Source: an optimization exercise on an open RTL-to-GDS flow (aim: small area and a short achievable clock period). Production flows keep margins and buffers that such runs may drop. In this exercise RTL edits were held to simulation tests only and were not proved equivalent to the original. No activity file was given, so power comes from the tool's default toggle rates.

### config.mk
export PLATFORM = sky130hd
export DESIGN_NAME = processor_top
export DESIGN_NICKNAME = processor_top
export VERILOG_FILES = /design/flow/design.v
export SDC_FILE = /design/flow/constraint.sdc
export NUM_CORES = 4
export LEC_CHECK = 0
export ABC_AREA = 1
export CAP_MARGIN = 20
export CORE_MARGIN = 2
export CORE_UTILIZATION = 45
export CTS_BUF_LIST = sky130_fd_sc_hd__clkbuf_16
export CTS_CLUSTER_DIAMETER = 100
export CTS_CLUSTER_SIZE = 25
export SETUP_SLACK_MARGIN = 5.0
export SLEW_MARGIN = 20
### constraint.sdc
create_clock -name core_clock -period 8.0 [get_ports {clk}]
set_input_delay 1.6000 -clock core_clock [delete_from_list [all_inputs] [get_ports {clk}]]
set_output_delay 1.6000 -clock core_clock [all_outputs]
set_load 0.01 [all_outputs]
### design.v
`timescale 1ns/1ps
package proc_pkg;
	typedef logic [32-1:0] word_t;
	typedef logic [$clog2(16)-1:0] reg_idx_t;
	typedef enum logic [3:0] {
		OP_NOP = 4'd0,
		OP_ADDI = 4'd1,
		OP_ADD = 4'd2,
		OP_SUB = 4'd3,
		OP_AND = 4'd4,
		OP_OR = 4'd5,
		OP_XOR = 4'd6,
		OP_HALT = 4'd13,
		OP_OUT = 4'd15
	} opcode_e;
	typedef enum logic [2:0] {
		ALU_ADD = 3'd0,
		ALU_SUB = 3'd1,
		ALU_AND = 3'd2,
		ALU_OR = 3'd3,
		ALU_XOR = 3'd4
	} alu_op_e;
	typedef struct packed {
		opcode_e opcode;
		reg_idx_t ra;
		reg_idx_t rb;
		reg_idx_t rd;
		logic [15:0] unused;
	} r_fmt_t;
	typedef struct packed {
		opcode_e opcode;
		reg_idx_t ra;
		logic [3:0] unused;
		reg_idx_t rd;
		logic [15:0] imm;
	} i_fmt_t;
	typedef union packed {
		r_fmt_t r_fmt;
		i_fmt_t i_fmt;
	} instr_u;
endpackage
`timescale 1ns/1ps
module regfile (
	input logic clk,
	input logic arst_n,
	input proc_pkg::reg_idx_t ra_idx,
	input proc_pkg::reg_idx_t rb_idx,
	output proc_pkg::word_t ra_data,
	output proc_pkg::word_t rb_data,
	input logic wr_en,
	input proc_pkg::reg_idx_t wr_idx,
	input proc_pkg::word_t wr_data
);
	proc_pkg::word_t regs_n [16];
	logic [16-1:0] valid;
	always_ff @(posedge clk) begin
		for (int i = 1; i < 16; i++) begin
			if (wr_en && (wr_idx == i)) begin
				regs_n[i] <= ~wr_data;
			end
		end
	end
	always_ff @(posedge clk or negedge arst_n) begin
		if (!arst_n) begin
			valid <= '0;
		end else begin
			for (int i = 1; i < 16; i++) begin
				if (wr_en && (wr_idx == i)) begin
					valid[i] <= 1'b1;
				end
			end
		end
	end
	logic [16-1:0] sel_a;
	logic [16-1:0] sel_b;
	always_comb begin
		ra_data = '0;
		rb_data = '0;
		for (int i = 1; i < 16; i++) begin
			sel_a[i] = valid[i] && (ra_idx == i);
			sel_b[i] = valid[i] && (rb_idx == i);
			ra_data = ra_data | (~regs_n[i] & {32{sel_a[i]}});
			rb_data = rb_data | (~regs_n[i] & {32{sel_b[i]}});
		end
		sel_a[0] = 1'b0;
		sel_b[0] = 1'b0;
	end
endmodule
`timescale 1ns/1ps
module alu (
	input logic cin,
	input logic [1:0] sel,
	input proc_pkg::word_t a,
	input proc_pkg::word_t b,
	output proc_pkg::word_t y
);
	proc_pkg::word_t p;
	proc_pkg::word_t g;
	proc_pkg::word_t c;
	proc_pkg::word_t sum;
	logic [31:0] gg [6];
	logic [31:0] pp [6];
	assign p = a ^ b;
	assign g = a & b;
	always_comb begin
		gg[0] = g;
		pp[0] = p;
		gg[0][0] = g[0] | (p[0] & cin);
		for (int l = 0; l < 5; l++) begin
			gg[l+1] = gg[l];
			pp[l+1] = pp[l];
			for (int i = 0; i < 32; i++) begin
				if (((i >> l) & 1) == 1) begin
					gg[l+1][i] = gg[l][i] | (pp[l][i] & gg[l][((i >> l) << l) - 1]);
					pp[l+1][i] = pp[l][i] & pp[l][((i >> l) << l) - 1];
				end
			end
		end
		c = {gg[5][30:0], cin};
	end
	assign sum = p ^ c;
	always_comb begin
		case (sel)
			2'd0: y = sum;
			2'd1: y = g;
			2'd2: y = p | g;
			default: y = p;
		endcase
	end
endmodule
`timescale 1ns/1ps
module prog_mem (
	input logic clk,
	input logic host_we,
	input logic [$clog2(16)-1:0] host_addr,
	input proc_pkg::word_t host_wdata,
	output proc_pkg::word_t host_rdata,
	input logic [$clog2(16)-1:0] core_addr,
	output proc_pkg::word_t core_rdata,
	output proc_pkg::word_t word0,
	output proc_pkg::word_t word1
);
	proc_pkg::word_t mem_n [16];
	always_ff @(posedge clk) begin
		if (host_we) begin
			mem_n[host_addr] <= ~host_wdata;
		end
	end
	always_comb begin
		host_rdata = '0;
		core_rdata = '0;
		for (int i = 0; i < 16; i++) begin
			host_rdata = host_rdata | (~mem_n[i] & {32{host_addr == i}});
			core_rdata = core_rdata | (~mem_n[i] & {32{core_addr == i}});
		end
	end
	assign word0 = ~mem_n[0];
	assign word1 = ~mem_n[1];
endmodule
`timescale 1ns/1ps
module proc_core (
	input logic clk,
	input logic arst_n,
	input logic start,
	output logic [$clog2(16)-1:0] prog_core_addr,
	input proc_pkg::word_t prog_core_rdata,
	input proc_pkg::word_t prog_word0,
	input proc_pkg::word_t prog_word1,
	input logic access,
	output proc_pkg::reg_idx_t rf_ra_idx,
	output proc_pkg::reg_idx_t rf_rb_idx,
	input proc_pkg::word_t rf_ra_data,
	input proc_pkg::word_t rf_rb_data,
	output logic rf_wr_en,
	output proc_pkg::reg_idx_t rf_wr_idx,
	output proc_pkg::word_t rf_wr_data,
	output logic busy,
	output logic halted,
	output logic [$clog2(16)-1:0] pc,
	output logic busy_nx,
	output logic halted_nx,
	output logic [$clog2(16)-1:0] pc_nx,
	output proc_pkg::word_t result,
	output logic result_valid
);
	localparam int PC_W = $clog2(16);
	proc_pkg::word_t nir;
	logic [3:0] ex_op;
	proc_pkg::reg_idx_t ex_rd;
	proc_pkg::word_t ex_a;
	proc_pkg::word_t ex_b;
	logic ex_sub;
	proc_pkg::word_t src;
	logic [3:0] src_op;
	logic is_arith;
	logic is_out;
	logic is_halt;
	logic [1:0] sel;
	logic fwd_a;
	logic fwd_b;
	proc_pkg::word_t opa;
	proc_pkg::word_t opb;
	logic [PC_W-1:0] pc_inc;
	assign is_arith = (ex_op >= 4'd1) && (ex_op <= 4'd6);
	assign is_out = (ex_op == 4'd15);
	assign is_halt = (ex_op == 4'd13);
	always_comb begin
		case (ex_op[2:0])
			3'd4: sel = 2'd1;
			3'd5: sel = 2'd2;
			3'd6: sel = 2'd3;
			default: sel = 2'd0;
		endcase
	end
	alu u_alu (
		.cin(ex_sub),
		.sel(sel),
		.a(ex_a),
		.b(ex_b),
		.y(rf_wr_data)
	);
	assign rf_wr_idx = ex_rd;
	assign rf_wr_en = busy && is_arith;
	assign src = nir;
	assign src_op = src[31:28];
	assign rf_ra_idx = src[27:24];
	assign rf_rb_idx = src[23:20];
	assign fwd_a = rf_wr_en && (ex_rd == src[27:24]) && (ex_rd != '0);
	assign fwd_b = rf_wr_en && (ex_rd == src[23:20]) && (ex_rd != '0);
	assign opa = fwd_a ? rf_wr_data : rf_ra_data;
	assign opb = fwd_b ? rf_wr_data : rf_rb_data;
	assign pc_inc = pc + 1'b1;
	assign busy_nx = busy && !is_halt;
	assign halted_nx = halted || (busy && is_halt);
	assign pc_nx = busy_nx ? pc_inc : pc;
	assign prog_core_addr = PC_W'(pc + 2'd2);
	always_ff @(posedge clk) begin
		if (busy_nx) begin
			nir <= prog_core_rdata;
		end else if (access) begin
			nir <= prog_word1;
		end else begin
			nir <= prog_word0;
		end
		ex_op <= src_op;
		ex_rd <= src[19:16];
		ex_a <= opa;
		if (src_op == 4'd1) begin
			ex_b <= {16'b0, src[15:0]};
		end else if (src_op == 4'd3) begin
			ex_b <= ~opb;
		end else begin
			ex_b <= opb;
		end
		ex_sub <= (src_op == 4'd3);
	end
	always_ff @(posedge clk or negedge arst_n) begin
		if (!arst_n) begin
			busy <= 1'b0;
			halted <= 1'b0;
			pc <= '0;
			result <= '0;
			result_valid <= 1'b0;
		end else begin
			result_valid <= busy && is_out;
			if (busy && is_out) begin
				result <= ex_a;
			end
			if (busy) begin
				busy <= busy_nx;
				halted <= halted_nx;
				pc <= pc_nx;
			end else if (start) begin
				busy <= 1'b1;
				halted <= 1'b0;
				pc <= '0;
			end
		end
	end
endmodule
`timescale 1ns/1ps
module apb_host_regs (
	input logic clk,
	input logic psel,
	input logic penable,
	input logic pwrite,
	input logic [7:0] paddr,
	input proc_pkg::word_t pwdata,
	output proc_pkg::word_t prdata,
	output logic pready,
	output logic pslverr,
	output logic prog_host_we,
	output logic [$clog2(16)-1:0] prog_host_addr,
	output proc_pkg::word_t prog_host_wdata,
	input proc_pkg::word_t prog_host_rdata,
	output logic start,
	input logic busy,
	input logic busy_nx,
	input logic halted_nx,
	input logic [$clog2(16)-1:0] pc_nx,
	input proc_pkg::word_t result
);
	localparam int PC_W = $clog2(16);
	logic access;
	logic hit_ctrl;
	logic hit_status;
	logic hit_result;
	logic hit_prog;
	proc_pkg::word_t rd_nx;
	proc_pkg::word_t rd_q;
	logic err_nx;
	logic err_q;
	assign access = psel && penable;
	assign hit_ctrl = (paddr == 8'h00);
	assign hit_status = (paddr == 8'h04);
	assign hit_result = (paddr == 8'h08);
	assign hit_prog = (paddr[7:6] == 2'b01) && (paddr[1:0] == 2'b00);
	assign prog_host_addr = paddr[PC_W+1:2];
	assign prog_host_wdata = pwdata;
	assign prog_host_we = access && pwrite && hit_prog && !busy;
	assign start = access && pwrite && hit_ctrl && pwdata[0] && !busy;
	always_comb begin
		rd_nx = '0;
		if (hit_status) begin
			rd_nx[0] = busy_nx;
			rd_nx[1] = halted_nx;
			rd_nx[8 +: PC_W] = pc_nx;
		end else if (hit_result) begin
			rd_nx = result;
		end else if (hit_prog) begin
			rd_nx = prog_host_rdata;
		end
	end
	assign err_nx = !(hit_ctrl || hit_status || hit_result || hit_prog)
		|| (pwrite && (hit_status || hit_result || (hit_prog && busy_nx)));
	always_ff @(posedge clk) begin
		rd_q <= rd_nx;
		err_q <= err_nx;
	end
	assign prdata = rd_q;
	assign pslverr = err_q;
	assign pready = 1'b1;
endmodule
`timescale 1ns/1ps
module processor_top (
	input logic clk,
	input logic arst_n,
	input logic psel,
	input logic penable,
	input logic pwrite,
	input logic [7:0] paddr,
	input proc_pkg::word_t pwdata,
	output proc_pkg::word_t prdata,
	output logic pready,
	output logic pslverr,
	output proc_pkg::word_t result,
	output logic result_valid
);
	localparam int PC_W = $clog2(16);
	logic start;
	logic busy;
	logic halted;
	logic [PC_W-1:0] pc;
	logic busy_nx;
	logic halted_nx;
	logic [PC_W-1:0] pc_nx;
	proc_pkg::reg_idx_t rf_ra_idx;
	proc_pkg::reg_idx_t rf_rb_idx;
	proc_pkg::word_t rf_ra_data;
	proc_pkg::word_t rf_rb_data;
	logic rf_wr_en;
	proc_pkg::reg_idx_t rf_wr_idx;
	proc_pkg::word_t rf_wr_data;
	logic prog_host_we;
	logic [PC_W-1:0] prog_host_addr;
	proc_pkg::word_t prog_host_wdata;
	proc_pkg::word_t prog_host_rdata;
	logic [PC_W-1:0] prog_core_addr;
	proc_pkg::word_t prog_core_rdata;
	proc_pkg::word_t prog_word0;
	proc_pkg::word_t prog_word1;
	apb_host_regs u_apb_host_regs (
		.clk(clk),
		.psel(psel),
		.penable(penable),
		.pwrite(pwrite),
		.paddr(paddr),
		.pwdata(pwdata),
		.prdata(prdata),
		.pready(pready),
		.pslverr(pslverr),
		.prog_host_we(prog_host_we),
		.prog_host_addr(prog_host_addr),
		.prog_host_wdata(prog_host_wdata),
		.prog_host_rdata(prog_host_rdata),
		.start(start),
		.busy(busy),
		.busy_nx(busy_nx),
		.halted_nx(halted_nx),
		.pc_nx(pc_nx),
		.result(result)
	);
	prog_mem u_prog_mem (
		.clk(clk),
		.host_we(prog_host_we),
		.host_addr(prog_host_addr),
		.host_wdata(prog_host_wdata),
		.host_rdata(prog_host_rdata),
		.core_addr(prog_core_addr),
		.core_rdata(prog_core_rdata),
		.word0(prog_word0),
		.word1(prog_word1)
	);
	proc_core u_proc_core (
		.clk(clk),
		.arst_n(arst_n),
		.start(start),
		.prog_core_addr(prog_core_addr),
		.prog_core_rdata(prog_core_rdata),
		.prog_word0(prog_word0),
		.prog_word1(prog_word1),
		.access(psel && penable),
		.rf_ra_idx(rf_ra_idx),
		.rf_rb_idx(rf_rb_idx),
		.rf_ra_data(rf_ra_data),
		.rf_rb_data(rf_rb_data),
		.rf_wr_en(rf_wr_en),
		.rf_wr_idx(rf_wr_idx),
		.rf_wr_data(rf_wr_data),
		.busy(busy),
		.halted(halted),
		.pc(pc),
		.busy_nx(busy_nx),
		.halted_nx(halted_nx),
		.pc_nx(pc_nx),
		.result(result),
		.result_valid(result_valid)
	);
	regfile u_regfile (
		.clk(clk),
		.arst_n(arst_n),
		.ra_idx(rf_ra_idx),
		.rb_idx(rf_rb_idx),
		.ra_data(rf_ra_data),
		.rb_data(rf_rb_data),
		.wr_en(rf_wr_en),
		.wr_idx(rf_wr_idx),
		.wr_data(rf_wr_data)
	);
endmodule
### flow/run.sh
#!/bin/bash
set -euo pipefail
export BUFFER_PORTS_ARGS="-buffer_cell sky130_fd_sc_hd__buf_1"
bash standard.sh finish > standard.log 2>&1
### standard.sh
#!/bin/bash
# synth_recipe.tcl (not shown) runs the flow's synth.tcl, then flattens the netlist and writes it again
# the make line also repeats each setting of config.mk as NAME=value (left out here)
make -C /OpenROAD-flow-scripts/flow DESIGN_CONFIG=/design/flow/config.mk WORK_HOME=/design/flow/orfs CLKGATE_MAP_FILE= SYNTH_SCRIPT=/design/flow/synth_recipe.tcl "${@:-finish}"
==> reports/metrics.cfg, run 1 <==
[route]
ant_nets = 0
routed_wl_mm = 215
vias = 42693
drtIter0Drc = 7173
drc_errors = 0
wl_per_cell_um = 34.0
viasPerCell = 6.74
first_pass_iters = 6

[grt]
grt.total_usage = 0.354
grt_overflow = 0
grt_pass1_wl_mm = 296
grt_max_degree = 55
antenna_found_initial = 8
grt_pass1_vias = 39463

[floorplan]
die-area_mm2 = 0.119
io_pins = 112
rows = 124
dieWidth_um = 345
core_mm2 = 0.115
initial_core_util = 0.455
die_h_um = 345

[sta]
hold_viol_final = 0
finalClockSkew_ns = 0.0594
max_slew_margin = 0.289
fmax_mhz = 331
worst_slew_pin_slew_ns = 1.06
grt_setup_unrepaired = yes
period_needed_ns = 3.03
timing.final.crit_share = 0.378
final.setup.tns_ns = 0
setup_viol = 0
drv_slew = 0

[setup_path]
cp.arrival_ns = 3.66
cp.required_ns = 8.63
rr_worst_depth = 16
start_kind = input port
crit_type = in2reg
worstReg2RegStart = u_proc_core.ex_a[0]
cp_max_fo = 34
end_kind = register
critPathLaunch = paddr[3]

[logic_synthesis]
syn_nets = 4769
synthTopCellsByArea = edfxtp_1 57%, o22ai_1 7.5%, dfxtp_1 5.3%, nand2_1 4.1%, nor2_1 3.2%
syn-cell-area_mm2 = 0.0522
netlist.area_leader.share = 0.570
synthFlopType = edfxtp_1
yosysWarnings = 8
syn_inst = 4649
async_reset_ff_frac = 0.0456
synth_edf_count = 992
ys_seq_elements = 1184
seq_area_frac_synth = 0.649
synth.distinct_cells = 66
syn_avg_cell_area_um2 = 11.2
synth_largest_area_cell = edfxtp_1

[placed_design]
port_buffers = 110
dp_cells = 6150
place_congestion = 0.952
place_hpwl_mm = 128

[clocking]
htreeDepth = 2
cts_tree = yes
clk_pin_slew_ns = 0.10
cts_buffers = 53
insertion_delay_ns = 0.74
clk_path_buf_depth = 3
hold_buffers = 0
cts_root_buffer = clkbuf_16
clkSinkCount = 1184

[layout]
fin_nets = 4893
fin_util = 0.505
syn2layout_area_growth_pct = 10.9
final_cells = 6333
layout-drive-gt1-share = 0.136
multi_input_area_mm2 = 0.0166
fill_cells = 9950
register_area_mm2 = 0.0340

[hold_path]
worstHoldStart = u_proc_core.nir[16]
min_path_cells = 0
hold_path_class = reg2reg

[power_and_ir_drop]
power_w = 0.0112
powerDensity_mw_per_mm2 = 193
worst_ir_drop_vdd_mv = 0.244
power.leakage_nw = 20.3

[status]
status = finished clean

[flow_run]
maxCapViolations = 0

==> cell usage after synthesis, types with 12 or more instances <==
cell       instances
o21ai_0          193
inv_2             15
a21oi_1           92
nor2_1           448
clkbuf_1         107
dfxtp_1          138
ha_1              69
dfrtp_1           54
nand3b_1          12
nand2_2           14
o21ai_1           22
buf_4             18
or4_1             15
buf_2             89
nand4_1           34
o221ai_1          52
or2_2            159
inv_1            342
nand3_1          128
o22ai_1          627
nor3_1            81
a31oi_1           36
edfxtp_1         992
nand2_1          577
a211oi_1          26
o211ai_1          27
o2111ai_1         27
or2_1             19
nor4_1           113
==> metrics by stage <==
stage | setup slack [ns] | instance area (um2) | hold slack (ns)
after floorplan | 4.28 | 52300 | 0.310
after global placement | 3.42 | 54500 | 0.311
after detailed placement | 3.58 | 54800 | 0.315
after CTS | 4.97 | 57500 | 0.339
after global routing | 4.88 | 57900 | 0.354
final | 4.97 | 57900 | 0.338
==> cells by family after synthesis <==
family,count (synthesis),synth area share
adders and majority gates,75,0.0188
AOI/OAI and AO/OA,1154,0.138
buffers and inverters,595,0.0480
xor gates and xnor gates,6,0.00101
and+or+nand+nor,1634,0.145
DFF,1184,0.649
other,1,0.0000718
==> worst max-delay path, cell delays in order <==
cell and delay (ns):
clkbuf_2 0.12, inv_1 0.10, nor2_4 0.07, nand2_2 0.05, buf_4 0.51, o221ai_1 0.25, nor4_2 0.48, nand4_1 0.12
o21ai_0 0.23, nand2_1 0.07
==> metal layers <==
metal  wire length (um)  global-route usage  up-vias
met2              91700               0.527     3727
met5                 87                   0        -
met1              77300               0.463    20675
met4              14500               0.190       14
li1                   -                   -    17421
met3              31600               0.110      856
==> power breakdown <==
part	switching (W)	leakage (nW)	internal, W
Sequential	0.0000284	10.7	0.00669
Clock	0.00200	0.921	0.00127
Combinational	0.000885	8.69	0.000289
Total	0.00291	20.3	0.00824
==> area by class of cell <==
class | count | area share
flip-flops and latches | 1184 | 0.586
multi-input cells | 2873 | 0.286
repair buffers | 298 | 0.0427
well taps | 1512 | 0.0327
inverters | 362 | 0.0242
clock buffers | 55 | 0.0238
clock inverters | 45 | 0.00359
repair inverters | 1 | 0.000130
diodes | 3 | 0.000130
==> cell usage in the layout (no fill, tap or decap), drive strengths merged, types with 37 or more instances in the layout <==
| master | Yosys | layout |
|---|---|---|
| nor4 | 114 | 114 |
| o21ai | 216 | 216 |
| a31oi | 37 | 37 |
| nor3 | 83 | 83 |
| edfxtp | 992 | 992 |
| buf | 126 | 294 |
| dfxtp | 138 | 138 |
| nand3 | 137 | 137 |
| o221ai | 53 | 53 |
| a21oi | 92 | 92 |
| o22ai | 629 | 629 |
| clkbuf | 107 | 59 |
| nand2 | 592 | 592 |
| ha | 69 | 69 |
| or2 | 185 | 185 |
| inv | 359 | 397 |
| nor2 | 457 | 460 |
| dfrtp | 54 | 54 |
==> sequential cells by signal (all words and copies together), names as in the netlist <==
name and count:
u_proc_core.halted 1, u_apb_host_regs.rd_q 32, u_proc_core.ex_rd 4, u_proc_core.ex_a 32, u_regfile.valid 15, u_proc_core.result 32, u_proc_core.ex_sub 1, u_proc_core.busy 1
u_proc_core.result_valid 1, u_proc_core.nir 32, u_apb_host_regs.err_q 1, u_proc_core.ex_op 4, u_proc_core.pc 4, u_proc_core.ex_b 32, u_prog_mem.mem_n 512, u_regfile.regs_n 480
==> path summary, 6_finish.rpt <==
| check | end | slack, ns |
|---|---|---|
| max | u_apb_host_regs.rd_q[19] | 4.97 |
| min | u_proc_core.ex_rd[0] | 0.34 |
| max reg2reg | u_regfile.regs_n[15][16] | 4.99 |
| min reg2reg | u_proc_core.ex_rd[0] | 0.34 |
| max in group asynchronous | u_proc_core.result[26] | 6.28 |
| min in group asynchronous | u_regfile.valid[6] | 1.03 |
==> what timing repair did <==
action | 4_1_cts | 5_1_grt
endpoints found under the hold margin | 0 | 0
cloned | 4 | 1
endpoints found under the setup margin | 1229 | 515
pin swaps | 30 | 12
buffers inserted | 57 | 18
gates resized for setup | 112 | 81
==> inputs of run 2 (changes only) <==
--- a/design.v
+++ b/design.v
@@ -189,5 +189,5 @@
 	proc_pkg::reg_idx_t ex_rd;
 	proc_pkg::word_t ex_a;
-	proc_pkg::word_t ex_b;
+	proc_pkg::word_t ex_b_n;
 	logic ex_sub;
 	proc_pkg::word_t src;
@@ -217,5 +217,5 @@
 		.sel(sel),
 		.a(ex_a),
-		.b(ex_b),
+		.b(~ex_b_n),
 		.y(rf_wr_data)
 	);
@@ -247,9 +247,9 @@
 		ex_a <= opa;
 		if (src_op == 4'd1) begin
-			ex_b <= {16'b0, src[15:0]};
+			ex_b_n <= ~{16'b0, src[15:0]};
 		end else if (src_op == 4'd3) begin
-			ex_b <= ~opb;
+			ex_b_n <= opb;
 		end else begin
-			ex_b <= opb;
+			ex_b_n <= ~opb;
 		end
 		ex_sub <= (src_op == 4'd3);
--- a/config.mk
+++ b/config.mk
@@ -9,5 +9,5 @@
 export CAP_MARGIN = 20
 export CORE_MARGIN = 2
-export CORE_UTILIZATION = 45
+export CORE_UTILIZATION = 50
 export CTS_BUF_LIST = sky130_fd_sc_hd__clkbuf_16
 export CTS_CLUSTER_DIAMETER = 100
==> reports/metrics.cfg, run 2 <==
[clocking]
clk_pin_slew_ns = 0.10  ; about the same
cts_tree = yes
htreeDepth = 2  ; unchanged
insertion_delay_ns = 0.72  ; -0.02 ns
clk_path_buf_depth = 3  ; unchanged
clkSinkCount = 1184  ; unchanged
cts_root_buffer = clkbuf_16
cts_buffers = 54  ; +1.9%
hold_buffers = 0  ; unchanged

[placed_design]
place_congestion = 0.967  ; +1.6%
pre_cts_slack_ns = 3.48  ; -0.0974 ns
place_hpwl_mm = 133  ; +3.9%
port_buffers = 110  ; unchanged

[grt]
grt.total_usage = 0.397  ; +0.0427
grt_pass1_vias = 39848  ; +0.98%
grt_overflow = 0  ; unchanged
antenna_found_initial = 6  ; -2
grt_pass1_wl_mm = 299  ; +1.1%
grt_max_degree = 55  ; unchanged

[flow_run]
maxCapViolations = 0  ; unchanged

[layout]
fin_nets = 4898  ; +0.10%
largest_reg_flops = 512  ; unchanged
largestRegisters = u_prog_mem.mem_n (512), u_regfile.regs_n (480)
final_cell_mix = 992 x edfxtp_1, 659 x o22ai_1, 533 x nand2_1, 439 x nor2_1, 416 x inv_1
largest_register = u_prog_mem.mem_n
layout-drive-gt1-share = 0.116  ; -0.0194
syn2layout_area_growth_pct = 10.4
final_common_cell = edfxtp_1

[floorplan]
die_h_um = 326  ; -5.3%
rows = 118  ; -4.8%
io_pins = 112  ; unchanged
dieWidth_um = 326  ; -5.3%
initial_core_util = 0.503  ; +0.0472
die-area_mm2 = 0.106  ; -10%
core_mm2 = 0.103  ; -9.9%

[power_and_ir_drop]
powerDensity_mw_per_mm2 = 307  ; +59%
worst_ir_drop_vdd_mv = 0.282  ; +15%
power_w = 0.0176  ; +58%
power.leakage_nw = 20.4  ; +0.32%

[setup_path]
slowest_stage = nand4_1
cpPeakStageDelay_ns = 0.51  ; about the same
crit_buf_inv = 3  ; unchanged
cp_cell_sequence = buf_2, nand2_1, nor2_1, inv_1, buf_8, or2_2, o21ai_0, nor2_1, nand4_1, nand2_1, o21ai_0
cp.arrival_ns = 3.71  ; +0.05 ns
cpLargestDelayFamily = simple AND/OR/NAND/NOR gates
end_kind = register
r2r_slack_ns = 4.91  ; -0.08 ns
cp_max_fo = 33  ; -2.9%
crit_type = in2reg
cp.required_ns = 8.57  ; -0.06 ns
start_kind = input port

[route]
viasPerCell = 6.82  ; +1.2%
drc_errors = 0  ; unchanged
wl_per_cell_um = 34.9  ; +2.7%
ant_nets = 0  ; unchanged
first_pass_iters = 6  ; unchanged
routed_wl_mm = 217  ; +0.63%
drtIter0Drc = 6725  ; -6.2%
vias = 42361  ; -0.78%

[sta]
drv_slew = 0  ; unchanged
grt_setup_unrepaired = yes
final.setup.tns_ns = 0  ; unchanged
finalClockSkew_ns = 0.0475  ; -0.0119 ns
worst_slew_pin_slew_ns = 0.969  ; -0.0942 ns
setup_viol = 0  ; unchanged
hold_viol_final = 0  ; unchanged
timing.final.crit_share = 0.392  ; +0.0136
period_needed_ns = 3.13  ; +0.109 ns
fmax_mhz = 319  ; -3.5%
fin_ws_ns = 4.87  ; -0.109 ns
max_slew_margin = 0.353  ; +0.0647

[logic_synthesis]
synth_simple_gate_area_frac = 0.137  ; -0.00792
seq_area_frac_synth = 0.653  ; +0.00338
synth-adder-area-share = 0.0189  ; +0.0000980
synthTopCellsByArea = edfxtp_1 57%, o22ai_1 8.0%, dfxtp_1 5.3%, nand2_1 4.1%, nor2_1 3.5%
netlist.area_leader.share = 0.573  ; +0.00297
syn_avg_cell_area_um2 = 11.1  ; -0.90%
async_reset_ff_frac = 0.0456  ; unchanged
synth.distinct_cells = 60  ; -9.1%
synth_largest_area_cell = edfxtp_1
synth_most_common_cell = edfxtp_1
synth_top_family_by_area = compound AO/OA/AOI/OAI gates
yosys-top-cells-count = 992 x edfxtp_1, 661 x o22ai_1, 574 x nand2_1
syn-cell-area_mm2 = 0.0519  ; -0.52%
synth_edf_count = 992  ; unchanged
syn_inst = 4667  ; +0.39%
yosysWarnings = 8  ; unchanged
syn_nets = 4787  ; +0.38%
synthMuxAreaShare = 0.000385  ; +0.000385
synthXorXnorAreaFrac = 0.00152  ; +0.000511
ys_seq_elements = 1184  ; unchanged
synth_compound_area_frac = 0.140  ; +0.00161
synthFlopType = edfxtp_1

[status]
status = finished clean

[hold_path]
hold_path_class = reg2reg

run 2: cell count changes in the layout (fill, tap and decap cells not counted), sizes merged, moves of 13 or more:
cell,delta
inv,+36
nand4,-13
nor2,+23
nor3,+53
nor4,-15
o22ai,+32
or2,-63
or4,-15
run 2: worst paths after layout:
path | to | startpoint | depth (start not counted)
setup reg to reg | u_proc_core.nir[0] | u_proc_core.pc[1] | 11
max in group asynchronous | u_proc_core.result[14] | arst_n | 2
hold reg to reg | u_proc_core.ex_rd[2] | u_proc_core.nir[18] | 0
hold / removal | u_proc_core.ex_rd[2] | u_proc_core.nir[18] | 0
min in group asynchronous | u_proc_core.result[21] | arst_n | 2
setup / recovery | u_apb_host_regs.rd_q[20] | paddr[5] | 11
run 2: cells by family after synthesis:
logic type | after synthesis
adders and majority gates | 75
other | 1
muxes | 2
buffers and inverters | 634
AOI/OAI and AO/OA | 1166
and+or+nand+nor | 1596
DFF | 1184
xor gates and xnor gates | 9
run 2: cell type report:
type                    count  area [um2]
repair buffers            290        2250
well taps                1380        1730
clock inverters            45         200
fillers                  8908       46000
clock buffers              57        1430
repair inverters            1        7.51
flip-flops and latches   1184       33900
inverters                 398        1550
diodes                      3        7.51
multi-input cells        2849       16200
run 2: timing repair:
| item | CTS | global route |
|---|---|---|
| gates cloned | 1 | 1 |
| setup endpoints to repair | 1178 | 482 |
| gates resized for setup | 104 | 116 |
| setup buffers | 35 | 25 |
| pin swaps | 25 | 17 |
run 2: per-layer routing:
layer	track usage	up-vias	part of all wire
li1	-	17433	-
met3	0.0979	874	0.13
met2	0.612	3599	0.44
met5	0	-	0.00026
met4	0.259	8	0.083
met1	0.501	20447	0.35
run 2: where the power goes:
group	internal [W]	leakage (nW)	switching, W
combinational	0.00161	8.71	0.00445
sequential	0.00784	10.7	0.000387
clock	0.00131	0.941	0.00199
run 2: worst register-to-register path, cell delays in order, from the launching register on:
cell and delay (ns):
dfrtp_1 0.44, ha_1 0.23, inv_1 0.05, nand2_1 0.04, nand2_1 0.09, nor2_1 0.12, nand2_1 0.09, buf_4 0.55
or2_2 0.27, o21ai_0 0.09, nor4_1 0.59, a31oi_1 0.33
run 2: through the flow:
stage / hold WS [ns] / utilization / instance area (um2) / std cells
after global placement: 0.310 / 0.524 / 54200 / 6033
after detailed placement: 0.312 / 0.526 / 54400 / 6040
final: 0.334 / 0.555 / 57300 / 6207
after floorplan: 0.310 / - / 52100 / 4667
after global routing: 0.338 / 0.555 / 57300 / 6204
after CTS: 0.334 / 0.549 / 56700 / 6178
==> inputs of run 3 (changes only) <==
--- a/config.mk
+++ b/config.mk
@@ -9,5 +9,5 @@
 export CAP_MARGIN = 20
 export CORE_MARGIN = 2
-export CORE_UTILIZATION = 50
+export CORE_UTILIZATION = 45
 export CTS_BUF_LIST = sky130_fd_sc_hd__clkbuf_16
 export CTS_CLUSTER_DIAMETER = 100
==> reports/metrics.cfg, run 3 <==
[status]
status = finished clean

[logic_synthesis]
syn-cell-area_mm2 = 0.0519  ; unchanged
netlist.area_leader.share = 0.573  ; unchanged
async_reset_ff_frac = 0.0456  ; unchanged
synth.distinct_cells = 60  ; unchanged
synthTopCellsByArea = edfxtp_1 57%, o22ai_1 8.0%, dfxtp_1 5.3%, nand2_1 4.1%, nor2_1 3.5%
syn_inst = 4667  ; unchanged
syn_avg_cell_area_um2 = 11.1  ; unchanged
syn_nets = 4787  ; unchanged
yosys-top-cells-count = 992 x edfxtp_1, 661 x o22ai_1, 574 x nand2_1
synthFlopType = edfxtp_1
synth_largest_area_cell = edfxtp_1
synth_most_common_cell = edfxtp_1
seq_area_frac_synth = 0.653  ; unchanged
synth_edf_count = 992  ; unchanged
yosysWarnings = 8  ; unchanged
ys_seq_elements = 1184  ; unchanged

[power_and_ir_drop]
powerDensity_mw_per_mm2 = 306  ; -0.34%
worst_ir_drop_vdd_mv = 0.262  ; -7.2%
power.leakage_nw = 20.2  ; -0.75%

[layout]
syn2layout_area_growth_pct = 10.0
design_area_mm2 = 0.0571  ; -0.31%
final_common_cell = edfxtp_1
fin_nets = 4887  ; -0.22%
largestRegisters = u_prog_mem.mem_n (512), u_regfile.regs_n (480)
largest_reg_flops = 512  ; unchanged
fin_util = 0.500  ; -0.0549
layout-drive-gt1-share = 0.114  ; -0.00193
largest_register = u_prog_mem.mem_n
final_cell_mix = 992 x edfxtp_1, 661 x o22ai_1, 530 x nand2_1, 438 x nor2_1, 419 x inv_1

[sta]
grt_setup_unrepaired = yes
setup_viol = 0  ; unchanged
hold_viol_final = 0  ; unchanged
worst_slew_pin_slew_ns = 1.05  ; +0.0803 ns
drv_slew = 0  ; unchanged
final.setup.tns_ns = 0  ; unchanged
finalClockSkew_ns = 0.0419  ; -0.00554 ns
timing.final.crit_share = 0.376  ; -0.0153
max_slew_margin = 0.300  ; -0.0536
fmax_mhz = 332  ; +4.1%
period_needed_ns = 3.01  ; -0.122 ns
hold_slack_ns = 0.335  ; +0.000936 ns

[setup_path]
crit_type = reg2out
cpPeakStageDelay_ns = 0.52  ; about the same
cpLargestDelayFamily = flip-flops
worstReg2RegStart = u_proc_core.ex_a[0]
start_kind = register
cp_cell_sequence = clkbuf_2
cp.required_ns = 6.40  ; -2.17 ns
rr_worst_depth = 18  ; +7
end_kind = primary output
cp.arrival_ns = 1.41  ; -2.30 ns
slowest_stage = dfrtp_2
cp_max_fo = 3  ; -91%
r2r_slack_ns = 5.01  ; +0.10 ns
critPathLaunch = u_proc_core.result[11]
crit_buf_inv = 1  ; -2
timing.rr.end = u_proc_core.ex_b_n[16]

[clocking]
cts_tree = yes
insertion_delay_ns = 0.71  ; about the same
clk_path_buf_depth = 3  ; unchanged
cts_buffers = 53  ; -1.9%
cts_root_buffer = clkbuf_16
htreeDepth = 2  ; unchanged
clk_pin_slew_ns = 0.11  ; about the same
clkSinkCount = 1184  ; unchanged

[placed_design]
place_hpwl_mm = 121  ; -8.6%
port_buffers = 110  ; unchanged
dpl_cell_area_mm2 = 0.0545  ; +0.16%
place_congestion = 0.934  ; -3.4%

[floorplan]
initial_core_util = 0.454  ; -0.0483
io_pins = 112  ; unchanged
die-area_mm2 = 0.118  ; +11%
core_mm2 = 0.114  ; +11%
rows = 124  ; +5.1%
die_h_um = 344  ; +5.3%
dieWidth_um = 344  ; +5.3%

[hold_path]
hold_path_class = reg2reg
min_path_cells = 0  ; unchanged
worstHoldStart = u_proc_core.nir[16]
hold_end = u_proc_core.ex_rd[0]

[grt]
grt_max_degree = 62  ; +13%
grt.total_usage = 0.341  ; -0.0561
grt_overflow = 0  ; unchanged
grt_pass1_vias = 39648  ; -0.50%
antenna_found_initial = 9  ; +3
grt_pass1_wl_mm = 286  ; -4.3%

[route]
viasPerCell = 6.63  ; -2.9%
wl_per_cell_um = 32.6  ; -6.5%
vias = 41919  ; -1.0%
drc_errors = 0  ; unchanged
drtIter0Drc = 7198  ; +7.0%
ant_nets = 0  ; unchanged
first_pass_iters = 7  ; +1
routed_wl_mm = 206  ; -4.7%

[flow_run]
maxCapViolations = 0  ; unchanged

-- run 3: power by group --
group	switching (W)	total, W	internal, W	leakage (nW)
clock network	0.00197	0.00320	0.00122	0.883
logic	0.00440	0.00605	0.00166	8.63
registers	0.000384	0.00822	0.00784	10.7
total	0.00675	0.0175	0.0107	20.2
-- run 3: layout make-up --
type | instances | area (um2)
fill | 10150 | 57200
sequential | 1184 | 33900
multi-input combinational | 2849 | 16200
timing repair buffer | 280 | 2060
tap | 1512 | 1890
inverter | 398 | 1530
clock buffer | 53 | 1330
clock inverter | 44 | 186
antenna | 6 | 15.0
timing repair inverter | 1 | 7.51
-- run 3: per-stage QoR --
stage / cells / worst slack, ns / total power (W)
after floorplan: 4667 / 4.39 / 0.0114
after global placement: 6174 / 3.61 / 0.0137
after detailed placement: 6175 / 3.56 / 0.0137
after CTS: 6302 / 4.98 / 0.0170
after global routing: 6321 / 4.89 / 0.0180
final: 6327 / 4.99 / 0.0175
-- run 3: worst max-delay path by stage --
stage                                    to  slack [ns]  depth (start not counted)
floorplan           u_prog_mem.mem_n[13][0]        4.39                          5
detailed placement  u_prog_mem.mem_n[2][16]        3.56                          5
CTS                      u_proc_core.nir[8]        4.98                         10
finish                           result[11]        4.99                          1
global route         u_proc_core.ex_b_n[16]        4.89                         18
global placement    u_prog_mem.mem_n[2][30]        3.61                          5
-- run 3: layer usage --
layer  wire length, um  global-route usage  part of all wire  vias up
li1                  -                   -                 -    17392
met1             73800               0.434              0.36    20246
met2             92400               0.533              0.45     3505
met3             27700              0.0935              0.13      768
met4             12300               0.176             0.060        8
met5               152             0.00641           0.00074        -
-- run 3: logic make-up after synthesis --
family          synth area share
compound gates             0.140
xor+xnor                 0.00152
fa+ha+maj                 0.0189
buf+inv                   0.0500
flops                      0.653
mux                     0.000385
other cells            0.0000722
simple gates               0.137
-- run 3: timing repair --
action	CTS	global route
hold endpoints to repair	0	0
buffers inserted	30	18
cloned	0	1
gates resized for setup	94	125
endpoints found under the setup margin	1292	557
hold buffers	0	0
pin swaps	17	15
==> inputs of run 4 (changes only) <==
==> run.sh (new file) <==
#!/bin/bash
# synth_recipe.tcl (not shown) runs the flow's synth.tcl, then flattens the netlist and writes it again
# the make line also repeats each setting of config.mk as NAME=value (left out here)
make -C /OpenROAD-flow-scripts/flow DESIGN_CONFIG=/design/flow/config.mk WORK_HOME=/design/flow/orfs CLKGATE_MAP_FILE= SYNTH_SCRIPT=/design/flow/synth_recipe.tcl finish
removed: flow/run.sh
removed: standard.sh
==> reports/metrics.cfg, run 4 <==
[status]
status = finished clean

[sta]
max_slew_margin = 0.310  ; +0.0108
drv_slew = 0  ; unchanged
finalClockSkew_ns = 0.0470  ; +0.00503 ns
grt_setup_unrepaired = yes
timing.final.crit_share = 0.379  ; +0.00290
fmax_mhz = 329  ; -0.76%
period_needed_ns = 3.04  ; +0.0232 ns
hold_viol_final = 0  ; unchanged
setup_viol = 0  ; unchanged
worst_slew_pin_slew_ns = 1.03  ; -0.0162 ns
final.setup.tns_ns = 0  ; unchanged

[floorplan]
rows = 124  ; unchanged
die_h_um = 344  ; unchanged
io_pins = 112  ; unchanged
initial_core_util = 0.454  ; unchanged
die-area_mm2 = 0.118  ; unchanged
dieWidth_um = 344  ; unchanged
core_mm2 = 0.114  ; unchanged

[hold_path]
min_path_cells = 0  ; unchanged
hold_path_class = reg2reg
hold_end = u_proc_core.ex_rd[0]
worstHoldStart = u_proc_core.nir[16]

[placed_design]
place_hpwl_mm = 124  ; +2.1%
place_congestion = 0.940  ; +0.57%
port_buffers = 110  ; unchanged

[logic_synthesis]
synth-adder-area-share = 0.0189  ; unchanged
synth_compound_area_frac = 0.140  ; unchanged
syn_avg_cell_area_um2 = 11.1  ; unchanged
synth_top_family_by_area = compound AO/OA/AOI/OAI gates
netlist.area_leader.share = 0.573  ; unchanged
yosysWarnings = 8  ; unchanged
yosys-top-cells-count = 992 x edfxtp_1, 661 x o22ai_1, 574 x nand2_1
synth_largest_area_cell = edfxtp_1
syn_inst = 4667  ; unchanged
synthFlopType = edfxtp_1
synth_edf_count = 992  ; unchanged
synthTopCellsByArea = edfxtp_1 57%, o22ai_1 8.0%, dfxtp_1 5.3%, nand2_1 4.1%, nor2_1 3.5%
syn_nets = 4787  ; unchanged
synth.distinct_cells = 60  ; unchanged
synthXorXnorAreaFrac = 0.00152  ; unchanged
synthMuxAreaShare = 0.000385  ; unchanged
syn-cell-area_mm2 = 0.0519  ; unchanged
async_reset_ff_frac = 0.0456  ; unchanged
synth_simple_gate_area_frac = 0.137  ; unchanged
ys_seq_elements = 1184  ; unchanged
synth_most_common_cell = edfxtp_1
seq_area_frac_synth = 0.653  ; unchanged

[setup_path]
cp_max_fo = 3  ; unchanged
cp.required_ns = 6.40  ; about the same
cp.arrival_ns = 1.44  ; +0.03 ns
end_kind = primary output
crit_type = reg2out
cp_cell_sequence = buf_6
worstReg2RegStart = u_proc_core.pc[1]
slowest_stage = dfrtp_2
timing.rr.end = u_proc_core.nir[4]
cpLargestDelayFamily = flip-flops
cpPeakStageDelay_ns = 0.53  ; about the same
crit_buf_inv = 1  ; unchanged
r2r_slack_ns = 4.97  ; -0.04 ns
start_kind = register
rr_worst_depth = 8  ; -10

[layout]
layout-drive-gt1-share = 0.139  ; +0.0245
largest_reg_flops = 512  ; unchanged
multi_input_area_mm2 = 0.0164  ; +1.0%
fill_cells = 9919  ; -2.3%
syn2layout_area_growth_pct = 13.9
largestRegisters = u_prog_mem.mem_n (512), u_regfile.regs_n (480)
fin_util = 0.517  ; +0.0174
final_cell_mix = 992 x edfxtp_1, 661 x o22ai_1, 528 x nand2_1, 436 x nor2_1, 410 x inv_1
final_common_cell = edfxtp_1
register_area_mm2 = 0.0340  ; about the same
largest_register = u_prog_mem.mem_n
fin_nets = 4974  ; +1.8%

[power_and_ir_drop]
power.leakage_nw = 21.4  ; +6.0%
powerDensity_mw_per_mm2 = 300  ; -1.9%
worst_ir_drop_vdd_mv = 0.251  ; -4.2%

[clocking]
clk_pin_slew_ns = 0.11  ; about the same
clkSinkCount = 1184  ; unchanged
hold_buffers = 0  ; unchanged
insertion_delay_ns = 0.74  ; +0.03 ns
htreeDepth = 2  ; unchanged
cts_root_buffer = clkbuf_16
cts_tree = yes
cts_buffers = 54  ; +1.9%
clk_path_buf_depth = 3  ; unchanged

[flow_run]
maxCapViolations = 0  ; unchanged

[grt]
grt.total_usage = 0.350  ; +0.00947
grt_pass1_wl_mm = 294  ; +2.6%
grt_pass1_vias = 40235  ; +1.5%
antenna_found_initial = 14  ; +5
grt_max_degree = 46  ; -26%
grt_overflow = 0  ; unchanged

[route]
vias = 42815  ; +2.1%
drc_errors = 0  ; unchanged
wl_per_cell_um = 33.4  ; +2.3%
routed_wl_mm = 214  ; +3.7%
viasPerCell = 6.68  ; +0.75%
ant_nets = 0  ; unchanged
drtIter0Drc = 7668  ; +6.5%
first_pass_iters = 7  ; unchanged

run 4: report_power, final:
group	total, W	switching [W]	internal [W]
Sequential	0.00821	0.000370	0.00784
Combinational	0.00619	0.00446	0.00173
Clock	0.00335	0.00203	0.00132
run 4: worst max-delay path by stage:
| stage | startpoint | to | slack [ns] | depth (start not counted) |
|---|---|---|---|---|
| 2_1_floorplan | paddr[1] | u_prog_mem.mem_n[13][0] | 4.39 | 5 |
| 4_1_cts | u_proc_core.result[5] | result[5] | 4.98 | 1 |
| 3_3_place_gp | psel | u_prog_mem.mem_n[10][18] | 3.18 | 6 |
| 5_1_grt | u_proc_core.ex_sub | u_proc_core.ex_b_n[4] | 4.87 | 18 |
| 3_5_place_dp | penable | u_prog_mem.mem_n[0][2] | 3.16 | 7 |
| 6_report | u_proc_core.result[11] | result[11] | 4.96 | 1 |
run 4: cells by family (layout without fill, tap and decap cells):
kind of cell / Yosys count / after routing
muxes: 2 / 2
xor gates and xnor gates: 9 / 9
other: 1 / 5
AOI/OAI and AO/OA: 1166 / 1166
buffers and inverters: 634 / 864
adders and majority gates: 75 / 75
DFF: 1184 / 1184
and+or+nand+nor: 1596 / 1597
run 4: area by class of cell:
type,instances,area share
clock buffers,56,0.0237
clock inverters,44,0.00372
well taps,1512,0.0320
diodes,4,0.000169
multi-input cells,2850,0.277
flip-flops and latches,1184,0.574
inverters,398,0.0262
repair inverters,1,0.000127
repair buffers,365,0.0633
run 4: per-stage QoR:
step	area, um2	hold slack [ns]	setup slack (ns)	total power, W	instances
2_1_floorplan	52100	0.310	4.39	0.0114	4667
3_3_place_gp	55100	0.313	3.18	0.0137	6168
3_5_place_dp	55200	0.315	3.16	0.0138	6173
4_1_cts	58300	0.337	4.98	0.0171	6356
5_1_grt	59100	0.341	4.87	0.0183	6410
6_report	59100	0.334	4.96	0.0177	6414
run 4: worst register-to-register path: stages (launching register included):
cell and delay (ns):
dfrtp_1 0.44, ha_1 0.37, inv_1 0.09, nor2_1 0.09, nand2_1 0.23, buf_4 0.56, o22ai_1 0.20, nor4_1 0.61
a31oi_1 0.28
run 4: routing by layer:
| layer | GRT usage | wire [um] | up-vias |
|---|---|---|---|
| met1 | 0.442 | 75300 | 20696 |
| li1 | - | - | 17581 |
| met4 | 0.186 | 14600 | 6 |
| met5 | 0 | 44 | - |
| met2 | 0.552 | 94900 | 3618 |
| met3 | 0.0946 | 29200 | 914 |
run 4: timing repair:
| item | 4_1_cts | 5_1_grt |
|---|---|---|
| gates cloned | 9 | 5 |
| setup endpoints to repair | 1432 | 578 |
| resized for setup | 317 | 137 |
| buffers inserted | 74 | 49 |
| pin swaps | 26 | 24 |
==> inputs of run 5 (changes only) <==
--- a/design.v
+++ b/design.v
@@ -136,8 +136,6 @@
 	input proc_pkg::word_t host_wdata,
 	output proc_pkg::word_t host_rdata,
-	input logic [$clog2(16)-1:0] core_addr,
-	output proc_pkg::word_t core_rdata,
-	output proc_pkg::word_t word0,
-	output proc_pkg::word_t word1
+	input logic [16-1:0] core_sel,
+	output proc_pkg::word_t core_rdata
 );
 	proc_pkg::word_t mem_n [16];
@@ -152,9 +150,7 @@
 		for (int i = 0; i < 16; i++) begin
 			host_rdata = host_rdata | (~mem_n[i] & {32{host_addr == i}});
-			core_rdata = core_rdata | (~mem_n[i] & {32{core_addr == i}});
+			core_rdata = core_rdata | (~mem_n[i] & {32{core_sel[i]}});
 		end
 	end
-	assign word0 = ~mem_n[0];
-	assign word1 = ~mem_n[1];
 endmodule
 `timescale 1ns/1ps
@@ -163,9 +159,8 @@
 	input logic arst_n,
 	input logic start,
-	output logic [$clog2(16)-1:0] prog_core_addr,
+	output logic [16-1:0] prog_core_sel,
 	input proc_pkg::word_t prog_core_rdata,
-	input proc_pkg::word_t prog_word0,
-	input proc_pkg::word_t prog_word1,
-	input logic access,
+	input logic psel,
+	input logic penable,
 	output proc_pkg::reg_idx_t rf_ra_idx,
 	output proc_pkg::reg_idx_t rf_rb_idx,
@@ -186,4 +181,6 @@
 	localparam int PC_W = $clog2(16);
 	proc_pkg::word_t nir;
+	logic setup_q;
+	logic [PC_W-1:0] fetch_addr;
 	logic [3:0] ex_op;
 	proc_pkg::reg_idx_t ex_rd;
@@ -234,13 +231,19 @@
 	assign halted_nx = halted || (busy && is_halt);
 	assign pc_nx = busy_nx ? pc_inc : pc;
-	assign prog_core_addr = PC_W'(pc + 2'd2);
-	always_ff @(posedge clk) begin
+	always_comb begin
 		if (busy_nx) begin
-			nir <= prog_core_rdata;
-		end else if (access) begin
-			nir <= prog_word1;
+			fetch_addr = PC_W'(pc + 2'd2);
+		end else if (setup_q) begin
+			fetch_addr = PC_W'(1);
 		end else begin
-			nir <= prog_word0;
+			fetch_addr = '0;
+		end
+		for (int i = 0; i < 16; i++) begin
+			prog_core_sel[i] = (fetch_addr == i);
 		end
+	end
+	always_ff @(posedge clk) begin
+		setup_q <= psel && !penable;
+		nir <= prog_core_rdata;
 		ex_op <= src_op;
 		ex_rd <= src[19:16];
@@ -376,8 +379,6 @@
 	proc_pkg::word_t prog_host_wdata;
 	proc_pkg::word_t prog_host_rdata;
-	logic [PC_W-1:0] prog_core_addr;
+	logic [16-1:0] prog_core_sel;
 	proc_pkg::word_t prog_core_rdata;
-	proc_pkg::word_t prog_word0;
-	proc_pkg::word_t prog_word1;
 	apb_host_regs u_apb_host_regs (
 		.clk(clk),
@@ -407,8 +408,6 @@
 		.host_wdata(prog_host_wdata),
 		.host_rdata(prog_host_rdata),
-		.core_addr(prog_core_addr),
-		.core_rdata(prog_core_rdata),
-		.word0(prog_word0),
-		.word1(prog_word1)
+		.core_sel(prog_core_sel),
+		.core_rdata(prog_core_rdata)
 	);
 	proc_core u_proc_core (
@@ -416,9 +415,8 @@
 		.arst_n(arst_n),
 		.start(start),
-		.prog_core_addr(prog_core_addr),
+		.prog_core_sel(prog_core_sel),
 		.prog_core_rdata(prog_core_rdata),
-		.prog_word0(prog_word0),
-		.prog_word1(prog_word1),
-		.access(psel && penable),
+		.psel(psel),
+		.penable(penable),
 		.rf_ra_idx(rf_ra_idx),
 		.rf_rb_idx(rf_rb_idx),
==> flow/run.sh (new file) <==
#!/bin/bash
set -euo pipefail
export BUFFER_PORTS_ARGS="-buffer_cell sky130_fd_sc_hd__buf_1"
bash standard.sh finish > standard.log 2>&1
==> standard.sh (new file) <==
#!/bin/bash
# synth_recipe.tcl (not shown) runs the flow's synth.tcl, then flattens the netlist and writes it again
# the make line also repeats each setting of config.mk as NAME=value (left out here)
make -C /OpenROAD-flow-scripts/flow DESIGN_CONFIG=/design/flow/config.mk WORK_HOME=/design/flow/orfs CLKGATE_MAP_FILE= SYNTH_SCRIPT=/design/flow/synth_recipe.tcl "${@:-finish}"
removed: run.sh
==> reports/metrics.cfg, run 5 <==
[setup_path]
cp.arrival_ns = 3.68  ; +2.24 ns
start_kind = input port
r2r_slack_ns = 4.96  ; about the same
end_kind = register
cp_max_fo = 14  ; +11
cp.required_ns = 8.60  ; +2.20 ns
rr_worst_depth = 17  ; +9
crit_type = in2reg
timing.rr.end = u_regfile.regs_n[3][16]
cp_cell_sequence = buf_2, nand2_2, inv_1, nand2_2, buf_12, clkinvlp_4, nand2_1, o221ai_1, nor3_1, nand3_1, a22o_1
path_common_cell = nand2_2
slowest_stage = nand3_1
cpPeakStageDelay_ns = 0.26  ; -0.27 ns
worstReg2RegStart = u_proc_core.ex_sub

[sta]
hold_slack_ns = 0.335  ; +0.00104 ns
max_slew_margin = 0.309  ; -0.00122
period_needed_ns = 3.08  ; +0.0427 ns
finalClockSkew_ns = 0.0261  ; -0.0209 ns
timing.final.crit_share = 0.385  ; +0.00534
final.setup.tns_ns = 0  ; unchanged
worst_slew_pin_slew_ns = 1.03  ; -0.000838 ns
hold_viol_final = 0  ; unchanged
grt_setup_unrepaired = yes
fmax_mhz = 325  ; -1.4%
setup_viol = 0  ; unchanged
drv_slew = 0  ; unchanged

[floorplan]
io_pins = 112  ; unchanged
die-area_mm2 = 0.117  ; -0.88%
core_mm2 = 0.114  ; -0.41%
rows = 124  ; unchanged
die_h_um = 342  ; -0.44%
initial_core_util = 0.452  ; -0.00219
dieWidth_um = 342  ; -0.44%

[logic_synthesis]
netlist.area_leader.share = 0.579  ; +0.00513
async_reset_ff_frac = 0.0456  ; about the same
syn_nets = 4712  ; -1.6%
yosysWarnings = 8  ; unchanged
seq_area_frac_synth = 0.659  ; +0.00622
synth_edf_count = 992  ; unchanged
ys_seq_elements = 1185  ; +0.084%
syn-cell-area_mm2 = 0.0515  ; -0.89%
synthFlopType = edfxtp_1
syn_inst = 4595  ; -1.5%
yosys-top-cells-count = 992 x edfxtp_1, 608 x nand2_1, 601 x o22ai_1
synth_largest_area_cell = edfxtp_1
synth.distinct_cells = 54  ; -10%
synth_most_common_cell = edfxtp_1
synthTopCellsByArea = edfxtp_1 58%, o22ai_1 7.3%, dfxtp_1 5.4%, nand2_1 4.4%, inv_1 3.0%
syn_avg_cell_area_um2 = 11.2  ; +0.67%

[hold_path]
min_path_cells = 0  ; unchanged
hold_end = u_proc_core.ex_rd[2]
hold_path_class = reg2reg
worstHoldStart = u_proc_core.nir[18]

[clocking]
insertion_delay_ns = 0.72  ; -0.02 ns
cts_root_buffer = clkbuf_16
htreeDepth = 2  ; unchanged
cts_buffers = 53  ; -1.9%
cts_tree = yes
hold_buffers = 0  ; unchanged
clk_path_buf_depth = 3  ; unchanged
clkSinkCount = 1185  ; +0.084%
clk_pin_slew_ns = 0.10  ; about the same

[layout]
largest_reg_flops = 512  ; unchanged
layout-drive-gt1-share = 0.130  ; -0.00856
largestRegisters = u_prog_mem.mem_n (512), u_regfile.regs_n (480)
syn2layout_area_growth_pct = 11.8
final_cell_mix = 992 x edfxtp_1, 597 x o22ai_1, 569 x nand2_1, 426 x inv_1, 357 x nor2_1
largest_register = u_prog_mem.mem_n
fin_util = 0.505  ; -0.0118
fin_nets = 4854  ; -2.4%
final_common_cell = edfxtp_1
fill_cells = 10104  ; +1.9%

[route]
drtIter0Drc = 7326  ; -4.5%
wl_per_cell_um = 32.6  ; -2.4%
ant_nets = 0  ; unchanged
routed_wl_mm = 205  ; -4.1%
drc_errors = 0  ; unchanged
first_pass_iters = 6  ; -1
viasPerCell = 6.55  ; -1.9%
vias = 41273  ; -3.6%

[placed_design]
place_hpwl_mm = 123  ; -0.85%
port_buffers = 110  ; unchanged
place_congestion = 0.942  ; +0.22%

[power_and_ir_drop]
seq_power_share = 0.648  ; +0.185
p_int_w = 0.00804  ; -26%
p_comb_frac = 0.037  ; -0.312
power.leakage_nw = 20.5  ; -4.4%
netSwitchingPower_w = 0.00231  ; -66%
power.share.switching = 0.223  ; -0.163
clkPwrFrac = 0.315  ; +0.126
powerDensity_mw_per_mm2 = 180  ; -40%
worst_ir_drop_vdd_mv = 0.202  ; -20%

[flow_run]
maxCapViolations = 0  ; unchanged

[grt]
grt_overflow = 0  ; unchanged
grt.total_usage = 0.342  ; -0.00802
grt_pass1_wl_mm = 285  ; -3.1%
antenna_found_initial = 10  ; -4
grt_pass1_vias = 38884  ; -3.4%
grt_max_degree = 66  ; +43%

[status]
status = finished clean

-- run 5: worst max-delay path: cells and delay by family --
| family | cells | cell delay [ns] |
|---|---|---|
| buf+inv | 4 | 0.70 |
| compound gates | 2 | 0.45 |
| simple gates | 5 | 0.91 |
-- run 5: power by group through the flow --
stage                     Clock, W  Sequential (W)  Combinational, W
final                      0.00326         0.00671          0.000383
after detailed placement         0         0.00685          0.000343
after global placement           0         0.00685          0.000339
after CTS                  0.00326         0.00671          0.000359
after floorplan                  0         0.00684          0.000186
after global routing       0.00346         0.00671          0.000406
-- run 5: per-stage QoR --
stage | cells | cell area, um2 | power [W] | setup WS (ns)
finish | 6300 | 57600 | 0.0104 | 4.92
CTS | 6266 | 56900 | 0.0103 | 4.86
global placement | 6109 | 54200 | 0.00719 | 3.24
global route | 6295 | 57500 | 0.0106 | 4.88
floorplan | 4595 | 51800 | 0.00703 | 4.70
detailed placement | 6110 | 54300 | 0.00719 | 3.16
-- run 5: per-layer routing --
metal,wire [um],vias up,track usage
met1,73800,20069,0.450
met4,10900,6,0.148
met2,94000,3337,0.547
met5,39,-,0
li1,-,17173,-
met3,26500,688,0.0750
-- run 5: final cells by class --
type / instances / area [um2] / area share
antenna: 6 / 15.0 / 0.000261
multi-input combinational: 2773 / 16100 / 0.279
inverter: 420 / 1670 / 0.0291
sequential: 1185 / 34000 / 0.590
clock buffer: 55 / 1380 / 0.0239
timing repair buffer: 303 / 2360 / 0.0410
tap: 1512 / 1890 / 0.0329
clock inverter: 45 / 186 / 0.00324
timing repair inverter: 1 / 7.51 / 0.000130
-- run 5: what timing repair did --
item | in CTS | in global routing
pin swaps | 28 | 14
setup endpoints to repair | 955 | 607
resized for setup | 164 | 108
cloned | 2 | 1
setup buffers | 54 | 27
-- run 5: cell families (layout without fill, tap and decap cells) --
kind of cell    after synthesis  in the layout  synth area share
flops                      1185           1185             0.659
xor+xnor                      9              9           0.00153
compound gates             1101           1101             0.135
other cells                   1              7         0.0000728
buf+inv                     638            824            0.0476
fa+ha+maj                    72             72            0.0184
simple gates               1589           1590             0.138
-- run 5: how the worst max path moves through the flow --
stage,to,slack [ns],start
2_1_floorplan,u_prog_mem.mem_n[8][0],4.70,paddr[1]
3_3_place_gp,u_prog_mem.mem_n[15][30],3.24,paddr[5]
3_5_place_dp,u_prog_mem.mem_n[15][13],3.16,paddr[5]
4_1_cts,u_regfile.regs_n[2][16],4.86,u_proc_core.ex_a[0]
5_1_grt,u_regfile.regs_n[2][16],4.88,u_proc_core.ex_sub
6_report,u_apb_host_regs.rd_q[2],4.92,paddr[5]

[static timing again, ports no longer ideal]
In the flow no input, the clock included, has a driving cell. The finished layouts below were timed again as built, in two steps.
Step 1 assumes that a clkbuf_16 drives the clock port and a buf_2 every other input.
Step 2 moves the port delays by t, midway between the first and last clock arrival at a register: inputs arrive t later, outputs are due t later. That takes back most of the time a late clock gives input paths.
Three values: no drivers, after step 1, after step 2; two values: the first two.
run | t, ns | slack for setup (ns) | worst setup path at the end | worst data-port slew with drivers (ns) | pins driven straight from the clock port
run 1 | 0.792 | 4.975 / 4.902 / 4.237 | input to register | 0.04 | 1
run 2 | 0.776 | 4.866 / 4.907 / 4.131 | input to register | 0.05 | 1
run 3 | 0.764 | 4.988 / 4.914 / 4.286 | input to register | 0.05 | 1
run 4 | 0.790 | 4.965 / 4.889 / 4.250 | input to register | 0.07 | 1
run 5 | 0.776 | 4.922 / 4.934 / 4.197 | input to register | 0.08 | 1
After both steps setup and hold are still met in every run listed. The setup slack of run 1, which loses most, moves by -0.073 ns with the drivers and by -0.738 ns with both steps.
